From an optimization exercise on the open Yosys and OpenROAD flow, aimed at a short achievable clock period and few clock cycles; shortcuts taken in it are not production practice.
The RTL was checked by simulation tests, not by an equivalence proof against the original design.
Power and IR drop assume default switching activity.

== run a ==
==> flow/design.v (excerpt) <==
module risc_core (
    input  wire logic             clk,
    input  wire logic             arst_n_i,
    output logic [32-1:0]      pc_o,
    input  wire logic [32-1:0] instr_i,
    output logic [32-1:0]      dmem_addr_o,
    output logic [32-1:0]      dmem_wdata_o,
    output logic                  dmem_we_o,
    input  wire logic [32-1:0] dmem_rdata_i,
    output logic                  rf_we_o,
    output logic [4:0]            rf_waddr_o,
    output logic [32-1:0]      rf_wdata_o
);
    localparam int BTB_N  = 16;
    localparam int BTB_IW = 4;
    localparam int BTB_TL = BTB_IW + 2;     
    localparam int BTB_AW = 18;             
    logic [32-1:0] pc_q;
    logic             ex_valid;
    logic [32-1:0] ex_a, ex_b, ex_sd;
    logic             ex_fa, ex_fb, ex_fs;
    logic             ex_sub, ex_arith, ex_slt;
    logic [1:0]       ex_lsel;
    logic [4:0]       ex_rd;
    logic             ex_wr, ex_ld, ex_st;
    logic             ex_ldw;       
    logic             ex_wrv;       
    logic             ex_jal, ex_beq, ex_bne, ex_blt, ex_ctl;
    logic [32-1:0] ex_pc, ex_pc4, ex_boff;
    logic             ex_ptaken;    
    logic             ex_t4;        
    logic             ex_hit;
    logic [1:0]       ex_ctr;
    logic             mem_valid;
    logic [32-1:0] mem_res, mem_addr, mem_sd;
    logic [4:0]       mem_rd;
    logic             mem_wr, mem_ld, mem_we;
    logic             wb_we;
    logic [4:0]       wb_rd;
    logic [32-1:0] wb_data;
    logic                   btb_v   [BTB_N];
    logic [BTB_AW-1:BTB_TL] btb_tag [BTB_N];
    logic [BTB_AW-1:2]      btb_tgt [BTB_N];
    logic [1:0]             btb_ctr [BTB_N];
    logic             w_en;
    logic [4:0]       w_rd;
    logic [32-1:0] w_data;
    logic [BTB_IW-1:0] f_idx;
    logic              f_hit;
    logic              f_ptaken;
    logic [32-1:0]  f_pc4;
    logic [32-1:0]  f_pnext;
    assign pc_o     = pc_q;
  ...
clock: 11.0 ns
lec_check: 0
abc_clock_period_in_ps: 3500
cap_margin: 20
core_margin: 2
core_utilization: 55
slew_margin: 20
standard.sh (not shown) runs the stock make flow with config.mk's settings and CLKGATE_MAP_FILE= SYNTH_SCRIPT=/design/flow/synth_recipe.tcl, a recipe that flattens the netlist after the stock synthesis.
==> flow/flow/run.sh <==
#!/bin/bash
# Standard ORFS layout, with repair aiming well below the clock period:
# the setup margin makes the resizer work on every path longer than
# (period - margin). The constraints themselves are unchanged.
set -euo pipefail
MARGIN=${MARGIN:-7.5}
bash standard.sh SETUP_SLACK_MARGIN=$MARGIN finish > standard_flow.log 2>&1
Testbench counts of run a, summed over its fixed seeds: cycles 54,163.
Inputs modified between run a and run b:
diff --git a/flow/design.v b/flow/design.v
--- a/flow/design.v
+++ b/flow/design.v
@@ -118,27 +118,30 @@
     output logic [4:0]            rf_waddr_o,
     output logic [32-1:0]      rf_wdata_o
 );
     localparam int BTB_N  = 16;
     localparam int BTB_IW = 4;
     localparam int BTB_TL = BTB_IW + 2;     
     localparam int BTB_AW = 18;             
+    localparam int BTB_FT = 6;              
     logic [32-1:0] pc_q;
+    logic [32-1:0] pc_out_q;     
     logic             ex_valid;
     logic [32-1:0] ex_a, ex_b, ex_sd;
     logic             ex_fa, ex_fb, ex_fs;
     logic             ex_sub, ex_arith, ex_slt;
     logic [1:0]       ex_lsel;
     logic [4:0]       ex_rd;
     logic             ex_wr, ex_ld, ex_st;
     logic             ex_ldw;       
     logic             ex_wrv;       
     logic             ex_jal, ex_beq, ex_bne, ex_blt, ex_ctl;
     logic [32-1:0] ex_pc, ex_pc4, ex_boff;
     logic             ex_ptaken;    
+    logic             ex_pok;       
     logic             ex_t4;        
     logic             ex_hit;
     logic [1:0]       ex_ctr;
     logic             mem_valid;
     logic [32-1:0] mem_res, mem_addr, mem_sd;
     logic [4:0]       mem_rd;
     logic             mem_wr, mem_ld, mem_we;
@@ -149,23 +152,24 @@
     logic [BTB_AW-1:BTB_TL] btb_tag [BTB_N];
     logic [BTB_AW-1:2]      btb_tgt [BTB_N];
     logic [1:0]             btb_ctr [BTB_N];
     logic             w_en;
     logic [4:0]       w_rd;
     logic [32-1:0] w_data;
     logic [BTB_IW-1:0] f_idx;
-    logic              f_hit;
+    logic              f_fhit, f_hit;
     logic              f_ptaken;
     logic [32-1:0]  f_pc4;
     logic [32-1:0]  f_pnext;
-    assign pc_o     = pc_q;
+    assign pc_o     = pc_out_q;
     assign f_idx    = pc_q[BTB_TL-1:2];
+    assign f_fhit   = btb_v[f_idx] && (btb_tag[f_idx][BTB_TL+BTB_FT-1:BTB_TL] == pc_q[BTB_TL+BTB_FT-1:BTB_TL]);
     assign f_hit    = btb_v[f_idx] && (btb_tag[f_idx] == pc_q[BTB_AW-1:BTB_TL]) &&
                       (pc_q[32-1:BTB_AW] == '0);
-    assign f_ptaken = f_hit && btb_ctr[f_idx][1];
+    assign f_ptaken = f_fhit && btb_ctr[f_idx][1];
     assign f_pc4    = pc_q + 32'd4;
     assign f_pnext  = f_ptaken ? {{(32-BTB_AW){1'b0}}, btb_tgt[f_idx], 2'b00} : f_pc4;
     logic [31:0] ir;
     logic [6:0]  d_opc;
     logic [2:0]  d_f3;
     logic [4:0]  d_rd, d_rs1, d_rs2;
     logic        d_op, d_opi, d_ld, d_st, d_br, d_jal, d_lui;
@@ -272,18 +276,18 @@
             2'b10:   begin e_beq = e_eq10; e_blt = e_lt10; end
             2'b01:   begin e_beq = e_eq01; e_blt = e_lt01; end
             default: begin e_beq = 1'b1;   e_blt = 1'b0;   end
         endcase
     end
     assign e_tgt     = ex_pc + ex_boff;
     assign e_taken   = ex_jal || (ex_beq && e_beq) || (ex_bne && !e_beq) || (ex_blt && e_blt);
-    assign e_mis_t   = ex_valid && !(ex_ptaken || ex_t4);
+    assign e_mis_t   = ex_valid && !(ex_ptaken ? ex_pok : ex_t4);
     assign e_mis_nt  = ex_valid && ex_ptaken;
     assign e_mispred = e_taken ? e_mis_t : e_mis_nt;
-    assign f_cont    = d_stall ? pc_q : f_pnext;
+    assign f_cont    = (d_stall || !arst_n_i) ? pc_q : f_pnext;
     assign pc_if_t   = e_mis_t ? e_tgt : f_cont;
     assign pc_if_nt  = e_mis_nt ? ex_pc4 : f_cont;
     assign pc_d      = e_taken ? pc_if_t : pc_if_nt;
     assign dmem_addr_o  = mem_addr;
     assign dmem_wdata_o = mem_sd;
     assign dmem_we_o    = mem_we;
     assign w_en   = mem_valid && mem_wr;
@@ -295,27 +299,30 @@
     always_ff @(posedge clk or negedge arst_n_i) begin
         if (!arst_n_i) begin
             pc_q      <= 32'h0000_0000;
             ex_valid  <= 1'b0;
             ex_ldw    <= 1'b0;
             ex_wrv    <= 1'b0;
             mem_valid <= 1'b0;
-            mem_we    <= 1'b0;
-            wb_we     <= 1'b0;
         end else begin
             pc_q      <= pc_d;
             ex_valid  <= !e_mispred && !d_stall;
             ex_ldw    <= !e_mispred && !d_stall && d_ld && d_wr;
             ex_wrv    <= !e_mispred && !d_stall && d_wr;
             mem_valid <= ex_valid;
-            mem_we    <= ex_valid && ex_st;
-            wb_we     <= w_en;
         end
     end
     always_ff @(posedge clk) begin
+        pc_out_q <= pc_d;
+    end
+    always_ff @(posedge clk) begin
+        mem_we <= ex_valid && ex_st;
+        wb_we  <= w_en;
+    end
+    always_ff @(posedge clk) begin
         ex_a      <= d_a;
         ex_b      <= d_b;
         ex_sd     <= d_rs2v;
         ex_fa     <= ex_wrv && (ex_rd == d_rs1);
         ex_fb     <= ex_wrv && (ex_rd == d_rs2) && d_bsel_rs2;
         ex_fs     <= ex_wrv && (ex_rd == d_rs2);
         ex_sub    <= d_sub;
@@ -331,14 +338,15 @@
         ex_beq    <= d_br && (d_f3 == 3'b000);
         ex_bne    <= d_br && (d_f3 == 3'b001);
         ex_blt    <= d_br && (d_f3 == 3'b100);
         ex_pc     <= pc_q;
         ex_pc4    <= f_pc4;
         ex_boff   <= d_boff;
         ex_ptaken <= f_ptaken;
+        ex_pok    <= f_hit;
         ex_t4     <= (d_boff == 32'd4);
         ex_hit    <= f_hit;
         ex_ctr    <= btb_ctr[f_idx];
         mem_res  <= e_res;
         mem_addr <= e_sum;
         mem_sd   <= e_sd;
         mem_rd   <= ex_rd;
==> comparison <==
Count of filler cells inserted in the layout, run b vs run a: up by a few percent. Run b vs run a: combinational power down. On xor/xnor share of the synthesized area, run b and run a are neck and neck. Changes observed in run b relative to run a: count of antenna diodes in the layout saw an increase; logic depth of the worst path, buffers included saw an increase; non-clock buffer count saw a decrease; layout clock buffer count saw little to no change. The final worst hold slack of run b exceeds that of run a by 0.0035 ns.
Testbench counts of run b, summed over its fixed seeds: cycles 54,163.

separate check: timing with driven ports:
How much do the figures lean on ideal ports? The routed layouts below were timed once more, with nothing changed but the port constraints.
Step 1 sets driving cells, clkbuf_16 on the clock port and buf_2 on the other inputs (assumed; they add their load-dependent delay and slew).
Step 2 moves the port delays by t, midway between the first and last clock arrival at a register: inputs arrive t later, outputs are due t later. That takes back most of the time a late clock gives input paths.
Slacks: ideal ports / drivers / drivers and shift; pairs: ideal ports / drivers.
| run | t (ns) | setup WS [ns] | hold WS [ns] | cell pins on the clock port's net |
|---|---|---|---|---|
| run a | 0.954 | 7.151 / 6.971 / 6.017 | 0.325 / 0.325 / 0.325 | 1 |
| run b | 0.936 | 7.298 / 6.691 / 5.755 | 0.328 / 0.328 / 0.328 | 1 |
After both steps setup and hold are still met in every run listed. The setup slack of run b, which loses most, moves by -0.607 ns with the drivers and by -1.543 ns with both steps.
